This is an optimization exercise on Yosys and OpenROAD, whose aim is small area and a short achievable clock period, not a production implementation.
The RTL was checked by simulation tests, not by an equivalence proof against the original design.
Power and IR drop assume default switching activity.

===== flow/flow/run.sh =====
#!/bin/bash
# The standard layout (the standard.sh, synthesis included, unchanged)
# with two changes to how the layout is optimised:
#  - the port buffers are buf_2 cells instead of the delay buffers that
#    buffer_ports picks by default;
#  - repair_timing aims for a setup slack of SETUP_SLACK_MARGIN ns.
# The clock period and constraints are the standard flow's.
set -euo pipefail
export BUFFER_PORTS_ARGS="-buffer_cell sky130_fd_sc_hd__buf_2"
export SETUP_SLACK_MARGIN=7
bash standard.sh > standard_flow.log 2>&1

===== flow/standard.sh =====
#!/bin/bash
# synth_recipe.tcl (not shown) runs the flow's synth.tcl, then flattens the netlist and writes it again
# the make line also repeats each setting of config.mk as NAME=value (left out here)
make -C /OpenROAD-flow-scripts/flow DESIGN_CONFIG=/design/flow/config.mk WORK_HOME=/design/flow/orfs CLKGATE_MAP_FILE= SYNTH_SCRIPT=/design/flow/synth_recipe.tcl "${@:-finish}"

===== flow/config.mk =====
export PLATFORM = sky130hd
export DESIGN_NAME = primitive_group_builder
export DESIGN_NICKNAME = primitive_group_builder
export VERILOG_FILES = /design/flow/design.v
export SDC_FILE = /design/flow/constraint.sdc
export NUM_CORES = 4
export LEC_CHECK = 0
export CAP_MARGIN = 20
export CORE_MARGIN = 2
export CORE_UTILIZATION = 50
export CTS_CLUSTER_DIAMETER = 100
export CTS_CLUSTER_SIZE = 20
export SLEW_MARGIN = 20

===== flow/constraint.sdc =====
create_clock -name core_clock -period 12.5 [get_ports {i_clk}]
set_input_delay 2.5000 -clock core_clock [delete_from_list [all_inputs] [get_ports {i_clk}]]
set_output_delay 2.5000 -clock core_clock [all_outputs]
set_load 0.01 [all_outputs]

===== flow/design.v =====
package pgb_pkg;
    localparam int QUEUE_DEPTH = 4;
    function automatic logic lt32(input logic [31:0] x, input logic [31:0] y);
        logic [31:0] l, e;
        l = ~x & y;
        e = ~(x ^ y);
        for (int w = 1; w < 32; w = w * 2) begin
            for (int i = 0; i < 32; i = i + 2 * w) begin
                l[i] = l[i+w] | (e[i+w] & l[i]);
                e[i] = e[i+w] & e[i];
            end
        end
        lt32 = l[0];
    endfunction
    function automatic logic [31:0] add32(input logic [31:0] x, input logic [31:0] y);
        logic [31:0] p, g, pp, gg;
        p = x ^ y;
        g = x & y;
        pp = p;
        gg = g;
        for (int w = 1; w < 32; w = w * 2) begin
            for (int i = 31; i >= w; i = i - 1) begin
                gg[i] = gg[i] | (pp[i] & gg[i-w]);
                pp[i] = pp[i] & pp[i-w];
            end
        end
        add32 = p ^ {gg[30:0], 1'b0};
    endfunction
    function automatic logic [31:0] span32(input logic [31:0] e, input logic [31:0] sv);
        logic [31:0] y, k, s, cy;
        y = ~sv;
        k = 32'd2;
        s = e ^ y ^ k;
        cy = (e & y) | (e & k) | (y & k);
        span32 = add32(s, {cy[30:0], 1'b0});
    endfunction
    function automatic logic [31:0] add3x32(input logic [31:0] x, input logic [31:0] c);
        logic [31:0] y, s, cy;
        y = {c[30:0], 1'b0};
        s = x ^ y ^ c;
        cy = (x & y) | (x & c) | (y & c);
        add3x32 = add32(s, {cy[30:0], 1'b0});
    endfunction
endpackage
module pgb_front (
    input  logic        i_clk,
    input  logic        i_rst_n,
    input  logic        i_accept,
    input  logic [31:0] i_vertex_a,
    input  logic [31:0] i_vertex_b,
    input  logic [31:0] i_vertex_c,
    input  logic [15:0] i_material,
    input  logic        i_last_triangle,
    output logic        o_closing,
    output logic [31:0] o_sv,
    output logic [31:0] o_ge,
    output logic [16:0] o_cnt,
    output logic [31:0] o_sv1,
    output logic [31:0] o_ge1,
    output logic [16:0] o_cnt1,
    output logic [31:0] o_max1
);
    logic [15:0] r_mat;
    logic [31:0] r_sv, r_ge, r_max;
    logic [16:0] r_cnt;
    logic [31:0] a, b, c;
    logic        closing;
    logic        ab, ac, bc;
    logic        a_sv, b_sv, c_sv;      
    logic        a_ge, b_ge, c_ge;      
    logic        a_mx, b_mx, c_mx;      
    logic        a_one, b_one, c_one;   
    logic        mn_a, mn_b, mn_c;      
    logic        mx_a, mx_b, mx_c;      
    logic        t_sv, t_ge, t_mx, t_one;
    logic        use_inc;
    logic [31:0] tmin, tmax, tinc, a_inc, b_inc, c_inc;
    assign a = i_vertex_a;
    assign b = i_vertex_b;
    assign c = i_vertex_c;
    assign closing = (i_material != r_mat);
    assign ab   = pgb_pkg::lt32(a, b);
    assign ac   = pgb_pkg::lt32(a, c);
    assign bc   = pgb_pkg::lt32(b, c);
    assign a_sv = pgb_pkg::lt32(a, r_sv);
    assign b_sv = pgb_pkg::lt32(b, r_sv);
    assign c_sv = pgb_pkg::lt32(c, r_sv);
    assign a_ge = !pgb_pkg::lt32(a, r_ge);
    assign b_ge = !pgb_pkg::lt32(b, r_ge);
    assign c_ge = !pgb_pkg::lt32(c, r_ge);
    assign a_mx = pgb_pkg::lt32(r_max, a);
    assign b_mx = pgb_pkg::lt32(r_max, b);
    assign c_mx = pgb_pkg::lt32(r_max, c);
    assign a_one = &a;
    assign b_one = &b;
    assign c_one = &c;
    assign mn_a = ab && ac;
    assign mn_b = !ab && bc;
    assign mn_c = !mn_a && !mn_b;
    assign mx_a = !ab && !ac;
    assign mx_c = !mx_a && bc;
    assign mx_b = !mx_a && !bc;
    assign t_sv  = a_sv || b_sv || c_sv;
    assign t_ge  = a_ge || b_ge || c_ge;
    assign t_mx  = a_mx || b_mx || c_mx;
    assign t_one = a_one || b_one || c_one;
    assign tmin = ({32{mn_a}} & a) | ({32{mn_b}} & b) | ({32{mn_c}} & c);
    assign tmax = ({32{mx_a}} & a) | ({32{mx_b}} & b) | ({32{mx_c}} & c);
    assign a_inc = a + 32'd1;
    assign b_inc = b + 32'd1;
    assign c_inc = c + 32'd1;
    assign tinc = ({32{mx_a}} & a_inc) | ({32{mx_b}} & b_inc) | ({32{mx_c}} & c_inc);
    assign use_inc = !t_one && (closing || t_ge);
    assign o_sv1   = (closing || t_sv) ? tmin : r_sv;
    always_comb begin
        if (use_inc) begin
            o_ge1 = tinc;
        end else begin
            o_ge1 = closing ? a : r_ge;
        end
    end
    assign o_max1  = t_mx ? tmax : r_max;
    assign o_cnt1  = closing ? 17'd1 : r_cnt + 17'd1;
    assign o_closing = closing;
    assign o_sv      = r_sv;
    assign o_ge      = r_ge;
    assign o_cnt     = r_cnt;
    always_ff @(posedge i_clk) begin
        if (!i_rst_n) begin
            r_mat <= '0;
            r_sv  <= '0;
            r_ge  <= '0;
            r_cnt <= '0;
            r_max <= '0;
        end else if (i_accept) begin
            if (i_last_triangle) begin
                r_mat <= '0;
                r_sv  <= '0;
                r_ge  <= '0;
                r_cnt <= '0;
                r_max <= '0;
            end else begin
                r_mat <= i_material;
                r_sv  <= o_sv1;
                r_ge  <= o_ge1;
                r_cnt <= o_cnt1;
                r_max <= o_max1;
            end
        end
    end
endmodule
module pgb_queue #(
    parameter int W  = 8,
    parameter int CA = 0,
    parameter int CB = 0,
    parameter int CW = 1
) (
    input  logic         i_clk,
    input  logic         i_rst_n,
    input  logic         i_push,
    input  logic         i_pop,
    input  logic         i_copy,
    input  logic [W-1:0] i_data,
    output logic         o_full,
    output logic         o_empty,
    output logic         o_second_valid,
    output logic [W-1:0] o_head,
    output logic [W-1:0] o_second,
    output logic [W-1:0] o_next
);
    logic [W-1:0] r_mem [0:3];
    logic [W-1:0] d [0:3];
    logic [W-1:0] copied;
    logic [3:0]   en;
    logic [3:0]   r_v;
    assign o_full  = r_v[3];
    assign o_empty = !r_v[0];
    assign o_head  = r_mem[0];
    assign o_second = r_mem[1];
    assign o_second_valid = r_v[1];
    assign o_next  = en[0] ? d[0] : r_mem[0];
    always_comb begin
        copied = r_mem[0];
        copied[CA +: CW] = r_mem[0][CB +: CW];
    end
    always_comb begin
        for (int i = 0; i < 4; i++) begin
            if (i == 3) begin
                d[i] = i_data;
            end else if (i == 0 && i_copy) begin
                d[i] = copied;
            end else begin
                d[i] = (i_pop && r_v[i+1]) ? r_mem[i+1] : i_data;
            end
            if (i == 0) begin
                en[i] = i_pop || i_copy || !r_v[0];
            end else begin
                en[i] = i_pop || (r_v[i-1] && !r_v[i]);
            end
        end
    end
    always_ff @(posedge i_clk) begin
        if (!i_rst_n) begin
            r_v <= '0;
        end else if (i_push && !i_pop) begin
            r_v <= {r_v[2:0], 1'b1};
        end else if (i_pop && !i_push) begin
            r_v <= {1'b0, r_v[3:1]};
        end
    end
    always_ff @(posedge i_clk) begin
        for (int i = 0; i < 4; i++) begin
            if (en[i]) r_mem[i] <= d[i];
        end
    end
endmodule
module pgb_back (
    input  logic        i_clk,
    input  logic        i_rst_n,
    input  logic        i_empty,
    input  logic        i_has_closed,
    input  logic        i_has_final,
    input  logic        i_next_has_closed,
    input  logic        i_second_valid,
    input  logic [16:0] i_second_cnt,
    input  logic [16:0] i_front_cnt1,
    input  logic [31:0] i_asv,
    input  logic [31:0] i_age,
    input  logic [16:0] i_cnt,
    input  logic [31:0] i_bmax,
    input  logic        i_stall,
    output logic        o_pop,
    output logic        o_copy,
    output logic        o_valid,
    output logic [31:0] o_group_start_index,
    output logic [31:0] o_group_start_vertex,
    output logic [31:0] o_group_vertex_span,
    output logic [31:0] o_group_triangles,
    output logic [31:0] o_group_number,
    output logic        o_final_record,
    output logic        o_wide_indices,
    output logic [31:0] o_largest_index,
    output logic [31:0] o_index_total
);
    logic        r_second, r_fin;
    logic [17:0] r_acc, r_idx;
    logic [16:0] r_grp;
    logic        take, two_recs, n_second;
    logic [17:0] acc_closed, acc_pop, idx_hold, idx_second, idx_pop;
    logic [16:0] cnt_pop;
    assign o_valid  = !i_empty;
    assign take     = o_valid && !i_stall;
    assign two_recs = i_has_closed && i_has_final;
    assign o_pop    = take && (r_second || !two_recs);
    assign o_copy   = take && two_recs && !r_second;
    assign n_second = take ? (two_recs && !r_second) : r_second;
    assign acc_closed = r_acc + {1'b0, i_cnt} + {i_cnt, 1'b0};
    assign acc_pop    = r_fin ? 18'd0 : acc_closed;
    assign cnt_pop    = i_second_valid ? i_second_cnt : i_front_cnt1;
    assign idx_hold   = i_empty ? r_acc + {1'b0, i_front_cnt1} + {i_front_cnt1, 1'b0} : r_idx;
    assign idx_second = acc_closed + 18'd3;
    assign idx_pop    = acc_pop + {1'b0, cnt_pop} + {cnt_pop, 1'b0};
    assign o_group_start_index  = {14'd0, r_acc};
    assign o_group_start_vertex = i_asv;
    assign o_group_vertex_span  = i_age - i_asv;
    assign o_group_triangles    = {15'd0, r_second ? 17'd1 : i_cnt};
    assign o_group_number       = {15'd0, r_grp};
    assign o_final_record       = r_fin;
    assign o_wide_indices       = r_fin && (|i_bmax[31:16]);
    assign o_largest_index      = r_fin ? i_bmax : 32'd0;
    assign o_index_total        = r_fin ? {14'd0, r_idx} : 32'd0;
    always_ff @(posedge i_clk) begin
        if (!i_rst_n) begin
            r_second <= 1'b0;
            r_fin    <= 1'b0;
            r_acc    <= '0;
            r_idx    <= '0;
            r_grp    <= '0;
        end else begin
            r_second <= n_second;
            r_fin    <= n_second || !i_next_has_closed;
            r_idx    <= !take ? idx_hold : (o_pop ? idx_pop : idx_second);
            if (take) begin
                r_acc <= acc_pop;
                r_grp <= r_fin ? 17'd0 : r_grp + 17'd1;
            end
        end
    end
endmodule
module primitive_group_builder (
    input  logic        i_clk,
    input  logic        i_rst_n,
    input  logic        i_valid,
    output logic        o_stall,
    input  logic [31:0] i_vertex_a,
    input  logic [31:0] i_vertex_b,
    input  logic [31:0] i_vertex_c,
    input  logic [15:0] i_material,
    input  logic        i_last_triangle,
    output logic        o_valid,
    input  logic        i_stall,
    output logic [31:0] o_group_start_index,
    output logic [31:0] o_group_start_vertex,
    output logic [31:0] o_group_vertex_span,
    output logic [31:0] o_group_triangles,
    output logic [31:0] o_group_number,
    output logic        o_final_record,
    output logic        o_wide_indices,
    output logic [31:0] o_largest_index,
    output logic [31:0] o_index_total
);
    localparam int QW = 2 + 32 + 32 + 17 + 32 + 32 + 32;
    localparam int QA = 32 + 32 + 32 + 17;    
    localparam int QB = 32;                   
    logic        full, empty, accept, push, pop, copy, closing;
    logic [31:0] f_sv, f_ge, f_sv1, f_ge1, f_max1;
    logic [16:0] f_cnt, f_cnt1;
    logic        h_hc, h_hf, n_hc, n_hf;
    logic [31:0] h_asv, h_age, h_bsv, h_bge, h_bmax;
    logic [31:0] n_asv, n_age, n_bsv, n_bge, n_bmax;
    logic [31:0] s_asv, s_age, s_bsv, s_bge, s_bmax;
    logic [16:0] h_cnt, n_cnt, s_cnt;
    logic        s_hc, s_hf, s_valid;
    logic [QW-1:0] q_in, q_head, q_second, q_next;
    assign accept  = i_valid && !full;
    assign push    = accept && (closing || i_last_triangle);
    assign o_stall = full;
    pgb_front u_front (
        .i_clk           (i_clk),
        .i_rst_n         (i_rst_n),
        .i_accept        (accept),
        .i_vertex_a      (i_vertex_a),
        .i_vertex_b      (i_vertex_b),
        .i_vertex_c      (i_vertex_c),
        .i_material      (i_material),
        .i_last_triangle (i_last_triangle),
        .o_closing       (closing),
        .o_sv            (f_sv),
        .o_ge            (f_ge),
        .o_cnt           (f_cnt),
        .o_sv1           (f_sv1),
        .o_ge1           (f_ge1),
        .o_cnt1          (f_cnt1),
        .o_max1          (f_max1)
    );
    assign q_in = {closing, i_last_triangle,
                   closing ? f_sv : f_sv1, closing ? f_ge : f_ge1,
                   closing ? f_cnt : f_cnt1,
                   f_sv1, f_ge1, f_max1};
    assign {h_hc, h_hf, h_asv, h_age, h_cnt, h_bsv, h_bge, h_bmax} = q_head;
    assign {s_hc, s_hf, s_asv, s_age, s_cnt, s_bsv, s_bge, s_bmax} = q_second;
    assign {n_hc, n_hf, n_asv, n_age, n_cnt, n_bsv, n_bge, n_bmax} = q_next;
    pgb_queue #(.W(QW), .CA(QA), .CB(QB), .CW(64)) u_queue (
        .i_clk          (i_clk),
        .i_rst_n        (i_rst_n),
        .i_push         (push),
        .i_pop          (pop),
        .i_copy         (copy),
        .i_data         (q_in),
        .o_full         (full),
        .o_empty        (empty),
        .o_second_valid (s_valid),
        .o_head         (q_head),
        .o_second       (q_second),
        .o_next         (q_next)
    );
    pgb_back u_back (
        .i_clk                (i_clk),
        .i_rst_n              (i_rst_n),
        .i_empty              (empty),
        .i_has_closed         (h_hc),
        .i_has_final          (h_hf),
        .i_next_has_closed    (n_hc),
        .i_second_valid       (s_valid),
        .i_second_cnt         (s_cnt),
        .i_front_cnt1         (f_cnt + 17'd1),
        .i_asv                (h_asv),
        .i_age                (h_age),
        .i_cnt                (h_cnt),
        .i_bmax               (h_bmax),
        .i_stall              (i_stall),
        .o_pop                (pop),
        .o_copy               (copy),
        .o_valid              (o_valid),
        .o_group_start_index  (o_group_start_index),
        .o_group_start_vertex (o_group_start_vertex),
        .o_group_vertex_span  (o_group_vertex_span),
        .o_group_triangles    (o_group_triangles),
        .o_group_number       (o_group_number),
        .o_final_record       (o_final_record),
        .o_wide_indices       (o_wide_indices),
        .o_largest_index      (o_largest_index),
        .o_index_total        (o_index_total)
    );
endmodule

==> summary.txt <==
==> flip-flops by register name, indices dropped and copies added (netlist names) <==
signal and count:
u_queue.r_mem 716, u_front.r_ge 32, u_front.r_max 32, u_front.r_sv 32, u_back.r_acc 18, u_back.r_idx 18
u_back.r_grp 17, u_front.r_cnt 17, u_front.r_mat 16, u_queue.r_v 4, u_back.r_fin 1, u_back.r_second 1
==> per-stage QoR <==
step           hold WS, ps  area, um2  std cells  total power [mW]  util (%)
3_5_place_dp           456      59000       7107              6.08      52.5
5_1_grt                484      66000       7423              8.88      58.8
6_report               466      66100       7434              8.55      58.8
2_1_floorplan          444      56900       5637              5.32         -
3_3_place_gp           449      59000       7107              6.07      52.5
4_1_cts                468      63900       7331              8.30      56.8
==> report_power, final <==
part	internal (mW)	switching, mW	leakage [nW]	total [mW]
Combinational	1.11	1.59	18.0	2.71
Sequential	3.71	0.205	8.56	3.91
Clock	0.846	1.08	0.780	1.93
==> logic make-up (layout without fill, tap and decap cells) <==
| group | after synthesis | after routing | synth area share, % |
|---|---|---|---|
| AO/OA/AOI/OAI | 1415 | 1415 | 15.7 |
| AND/OR/NAND/NOR | 1394 | 1395 | 11.4 |
| flip-flops | 904 | 904 | 44.7 |
| buffers and inverters | 779 | 1063 | 5.91 |
| adder cells (fa/ha/maj) | 513 | 513 | 12.0 |
| multiplexers | 334 | 334 | 6.48 |
| XOR/XNOR | 240 | 240 | 3.75 |
| other | 1 | 70 | 0.00663 |
==> synth_stat cells, types with 100 or more instances <==
cell,number,share of area [%]
edfxtp_1,715,38
ha_1,462,10
nor2_1,461,3.1
a21oi_1,432,3.8
nand2_1,405,2.7
inv_1,396,2.6
o21ai_0,270,2.4
clkbuf_1,227,1.5
mux2_2,202,4.0
dfxtp_1,189,6.7
xnor2_1,170,2.6
a21o_1,140,1.9
mux2i_1,118,2.1
o21ai_1,102,0.90
nor3_1,100,0.89
==> metal layers <==
| layer | up-vias | wire (um) | share of wire, % | global-route usage, % |
|---|---|---|---|---|
| li1 | 20800 | - | - | - |
| met5 | - | 129 | 0.061 | 0 |
| met2 | 2120 | 95200 | 45 | 55.5 |
| met3 | 444 | 18000 | 8.5 | 6.17 |
| met1 | 22400 | 87000 | 41 | 47.3 |
| met4 | 20 | 10100 | 4.8 | 13.8 |
==> critical path: stages (launching register included) <==
cell	delay (ps)
edfxtp_1	510
inv_2	200
ha_2	350
a21o_1	170
a221o_2	450
or3_4	360
o211ai_1	160
buf_4	190
a31oi_4	90
or4_4	460
o21ai_2	80
xnor2_1	120
buf_2	160
==> cell type report <==
type                       instances  area share [%]
clock inverter                     9           0.191
antenna                           12          0.0455
clock buffer                      91            2.29
inverter                         402            2.48
timing repair buffer             561            7.24
tap                             1500            2.84
sequential                       904            38.2
multi-input combinational       3955            46.7
==> timing repair <==
action                                  CTS  global route
setup buffers                           107            83
pin swaps                                68           104
endpoints found under the setup margin  761           746
gates cloned                             17             7
resized for setup                       423           308
==> worst paths after layout <==
path	from	end	slack, ps	cells after the start
worst max-delay path	u_queue.r_mem[0][162]$_DFFE_PN_	o_group_vertex_span[29]	5970	12
worst min-delay path	u_front.r_mat[7]$_SDFFE_PN0P_	u_front.r_mat[7]$_SDFFE_PN0P_	470	2
worst max register to register	u_queue.r_mem[0][97]$_DFFE_PP_	u_back.r_idx[16]$_SDFFE_PN0P_	7100	21
worst min register to register	u_front.r_mat[7]$_SDFFE_PN0P_	u_front.r_mat[7]$_SDFFE_PN0P_	470	2
==> run_results.csv <==
group,metric,value,unit
power_and_ir_drop,vdd_drop_max,124,uV
floorplanning,die_area,116000,um2
drt,drt_iter0_markers,4650,
drt,avgRoutedWirePerCell,28.3,um
floorplanning,ios,345,
timing,skew,28.6,ps
timing,hold_viol,0,
timing,slew_violations,0,
global_route,grt_use_total,34.8,%
final_layout,area_growth,16.9,%
timing,slew_headroom,23.8,%
global_route,grt_pass1_vias,43100,
placed_design,pre_cts_slack,4850,ps
synth,synth.distinct_cells,93,
synth,synth_seq_cells,904,
timing,setup_viol,0,
final_layout,fillers,9750,
timing,layout_min_cycle_time,6530,ps
setup_path,critPathCaptureType,"output port",
placed_design,port_buffers,286,
clock_tree,clk_pin_slew_worst_paths,90,ps
synth,synth.avg_cell_area,10.1,um2
floorplanning,die_w,340,um
synth,synth_edf_count,715,
clock_tree,worst_skew_pair.late_latency,710,ps
clock_tree,cts_tree,"built",
placed_design,gp_congestion,0.975,
timing,setup_tns,0,ps
final_layout,multi_input_area,30800,um2
final_layout,regArea,25300,um2
synth,synth_cells,5580,
final_layout,layout.nets,6507,
global_route,antenna_found_initial,22,
timing,worst_pin_slew,1130,ps
clock_tree,cts_buffer_depth,3,
clock_tree,cts_max_level,2,
drt,firstDrtPassIters,5,
synth,async_flop_share,0,%
final_layout,final_common_cell,"edfxtp_1",
final_layout,drive_above_1_share,21.1,%
drt,ant_nets,0,
placed_design,dpl.hpwl,143,mm
global_route,grt_pass1_wl,298,mm
drt,finalWirelength,210,mm
drt,viasPerCell,6.16,
floorplanning,dieHeight,340,um
synth,syn_area,56500,um2
setup_path,worstPathRequired,10000,ps
setup_path,cp_max_fo,5,
global_route,overflow,0,
synth,synth_ff_type,"edfxtp_1",
clock_tree,cts_buffers,53,
floorplanning,core,112000,um2
drt,drcViolationCount,0,
global_route,grt_max_degree,129,
clock_tree,cts_sinks,904,
outcome,status,"timing/DRC/antenna clean",
synth,synth_seq_area_share,44.7,%
power_and_ir_drop,leakagePower,27.3,nW
synth,yosys_warnings,5,
min_path,holdCritPathClass,"register to register",
floorplanning,start_util,50.3,%
power_and_ir_drop,power_density,129,nW/um2
setup_path,worstSetupStartpointType,"register",
timing,max_freq,153,MHz
timing,rsz0062_at_grt,"yes",
timing,worst_slack,5970,ps
final_layout,layout_common_cells,"edfxtp_1, nor2_1, ha_1",
clock_tree,cts_hold_buf,0,
flow_run,cap_violations,0,
drt,vias,45800,
floorplanning,rows,123,
timing,fin_crit_sh,52.2,%
clock_tree,cts-root-buf,"clkbuf_16",
setup_path,critPathArrivalTime,4030,ps
setup_path,path_class,"register to output port",

## re-timing with driven ports
No port has a modelled driver above. Below, the same layout with a new extraction and two added sets of constraints.
Step 1 sets driving cells, clkbuf_16 on the clock port and buf_2 on the other inputs (assumed; they add their load-dependent delay and slew).
Step 2 also shifts input and output timing later by t, the mid clock arrival at the registers, as if the neighbouring blocks saw the same clock.
a / b / c = no drivers / after step 1 / after step 2; a / b = the first two.
shift t [ns]: 0.780
setup slack, ns: 5.975 / 5.896 / 6.120
hold slack, ns: 0.466 / 0.466 / 0.466
worst setup path after step 2: input to register
After both steps setup and hold are still met in this run. The setup slack of this run moves by -0.079 ns with the drivers and by +0.145 ns with both steps.
